This is an optimization exercise on Yosys and OpenROAD, whose aim is small area, a short achievable clock period and few clock cycles per item, not a production implementation.
The RTL was checked by simulation tests, not by an equivalence proof against the original design.

## north
## fpu_pipe_wrap
module fpu_pipe_wrap #(
  parameter int TAG_W = 4
) (
  input  logic             clk,
  input  logic             rst,
  input  logic             in_valid,
  output logic             in_ready,
  input  logic [1:0]       in_opcode,
  input  logic             in_fmt,
  input  logic [31:0]      in_x,
  input  logic [31:0]      in_y,
  input  logic [TAG_W-1:0] in_tag,
  output logic             out_valid,
  input  logic             out_ready,
  output logic [31:0]      out_r,
  output logic [TAG_W-1:0] out_tag
);
export LEC_CHECK = 0
export ABC_AREA = 1
export CAP_MARGIN = 20
export CORE_MARGIN = 2
export CORE_UTILIZATION = 70
export SLEW_MARGIN = 20
create_clock -name core_clock -period 32.0 [get_ports {clk}]
standard.sh (not shown) runs the stock make flow with config.mk's settings and CLKGATE_MAP_FILE= SYNTH_SCRIPT=/design/flow/synth_recipe.tcl, a recipe that flattens the netlist after the stock synthesis.
==> flow/flow/run.sh <==
#!/bin/bash
# Own layout flow: the standard ORFS flow (standard.sh) with stronger timing repair.
# The clock and the SDC are the design's; only the resizer's setup target is raised
# (SETUP_SLACK_MARGIN), so repair_timing works on the longest paths until their slack
# is that far above zero, and the ports get stronger buffers (BUFFER_PORTS_ARGS).
# Every tool's output goes to a log file in this folder.
set -e
export SETUP_SLACK_MARGIN=18.8
export TNS_END_PERCENT=10
export BUFFER_PORTS_ARGS="-buffer_cell sky130_fd_sc_hd__buf_2"
bash standard.sh > standard_flow.log 2>&1
north: full flow OK, the timing, DRC and antenna checks passed
Testbench counts of north, summed over its fixed seeds: cycles 32,008, items 32,000.
diff inputs: north => south
Settings: CORE_UTILIZATION now 55, was 70; PLACE_DENSITY now 0.68, previously not set.
==> flow/flow/run.sh <==
#!/bin/bash
# Own layout flow: the standard ORFS flow (standard.sh) with these changes.
# 1. Synthesis: before the fine step's quick ABC pass, full adders are extracted as the
#    RTL writes them (extract_fa -fa), so that pass cannot flip their polarity and leave
#    inverters between them; the later adder step then runs as usual. ABC maps for area
#    with flow/abc_area.script (map -a, no upsizing), which replaces ORFS's area script
#    (ABC_AREA=1 selects it). Registers and every other synthesis step are as in the
#    standard flow.
# 2. Stronger timing repair: the clock and the SDC are the design's; only the resizer's
#    setup target is raised (SETUP_SLACK_MARGIN), so repair_timing works on the longest
#    paths until their slack is that far above zero, and the ports get buf_2 buffers.
# Every tool's output goes to a log file in this folder (ORFS's own logs under orfs/logs).
set -e
cp -r "$FLOW_HOME/scripts" ./scripts_local
cp flow/abc_area.script scripts_local/abc_area.script
old='  synth -top $::env(DESIGN_NAME) -run fine: {*}$synth_full_args'
grep -qxF "$old" scripts_local/synth.tcl
awk -v old="$old" '
  $0 == old {
    print "  synth -top $::env(DESIGN_NAME) -run fine: -noabc {*}$synth_full_args"
    print "  extract_fa -fa"
    print "  abc -fast"
    print "  opt -fast"
    next
  }
  { print }' scripts_local/synth.tcl > scripts_local/synth.tcl.new
mv scripts_local/synth.tcl.new scripts_local/synth.tcl
grep -qxF "  extract_fa -fa" scripts_local/synth.tcl
diff "$FLOW_HOME/scripts/synth.tcl" scripts_local/synth.tcl > synth_tcl_patch.log || true
cat scripts_local/abc_area.script > abc_script.log
export SCRIPTS_DIR="$PWD/scripts_local"
export SETUP_SLACK_MARGIN=18.6
export TNS_END_PERCENT=10
export BUFFER_PORTS_ARGS="-buffer_cell sky130_fd_sc_hd__buf_2"
bash standard.sh > standard_flow.log 2>&1
==> flow/flow/abc_area.script (new file) <==
strash
dch
map -a
topo
stime -c
buffer -c
dnsize -c
## What came out
Compared with north, south shows a number of core rows that is about 5.4% higher.
north -> south: placed cell count decreased by more than 10%
Summary: with north as the reference, total of plain and repair buffers excluding clock buffers in south moved up by more than a quarter.
The final worst clock skew reported for south is smaller than that of north by 0.0084 ns.
The final reports for south and north show worst hold slack higher in the former.
The net total in the final layout in south sits 833 below the value recorded for north.
The inputs of east differ from those of south as listed below.
Settings: PLACE_DENSITY no longer set, was 0.68.
==> flow/flow/run.sh <==
#!/bin/bash
# Own layout flow: the standard ORFS flow (standard.sh) with two changes.
# 1. Synthesis maps with ABC for area only (map -a instead of map -B 0.9 in the area
#    script that ABC_AREA=1 selects); registers and everything else in synthesis are as
#    in the standard flow.
# 2. Stronger timing repair: the clock and the SDC are the design's; only the resizer's
#    setup target is raised (SETUP_SLACK_MARGIN), so repair_timing works on the longest
#    paths until their slack is that far above zero, and the ports get buf_2 buffers.
# Every tool's output goes to a log file in this folder.
set -e
cp -r "$FLOW_HOME/scripts" ./scripts_local
printf 'strash\ndch\nmap -a\ntopo\nstime -c\nbuffer -c\nupsize -c\ndnsize -c\n' > scripts_local/abc_area.script
cat scripts_local/abc_area.script > abc_script.log
export SCRIPTS_DIR="$PWD/scripts_local"
export SETUP_SLACK_MARGIN=18.8
export TNS_END_PERCENT=10
export BUFFER_PORTS_ARGS="-buffer_cell sky130_fd_sc_hd__buf_2"
bash standard.sh > standard_flow.log 2>&1
removed: flow/flow/abc_area.script
Results
- Non-clock buffer count in the final layout: east vs south up 45
- Of the two values seen for cell with the biggest individual delay on the critical path, sky130_fd_sc_hd__fa_1 was produced by south and sky130_fd_sc_hd__buf_2 by east.
- Per the comparison of east with south, post-route minimum period moved up, number of combinational gates with multiple inputs level, total number of vias moved up.
- | cell count | higher: east |
- Across both runs, area of the mapped netlist was higher for east than for south.
- Relative to south, the post-synthesis simple-gate area fraction of east is lower by 0.91 points.
- | minimum setup slack in the final design | higher: south |
- Critical path class = in -> out: east; critical path class = in -> reg: south

## separate check: timing with driven ports
The results above use ideal ports. As a check the final layouts listed here were re-extracted and re-timed, cells and wires unchanged. Step 1 assumes that a clkbuf_16 drives the clock port and a buf_2 every other input. Step 2 times the ports against the registers' clock, not the clock port: input delays grow and output delays shrink by t, the midpoint of the rising clock arrivals with the driver on. Slacks: ideal ports / drivers / drivers and shift; pairs: ideal ports / drivers.
| run | t (ns) | slack for setup (ns) | cell pins on the clock port's net |
|---|---|---|---|
| north | 0.351 | 18.805 / 18.784 / 18.566 | 1 |
| south | 0.332 | 18.816 / 18.804 / 18.506 | 1 |
| east | 0.329 | 18.795 / 18.777 / 18.664 | 1 |
After both steps every run listed still meets setup and hold. For south, which loses most, drivers alone change the setup slack by -0.012 ns; drivers and shift together by -0.310 ns.
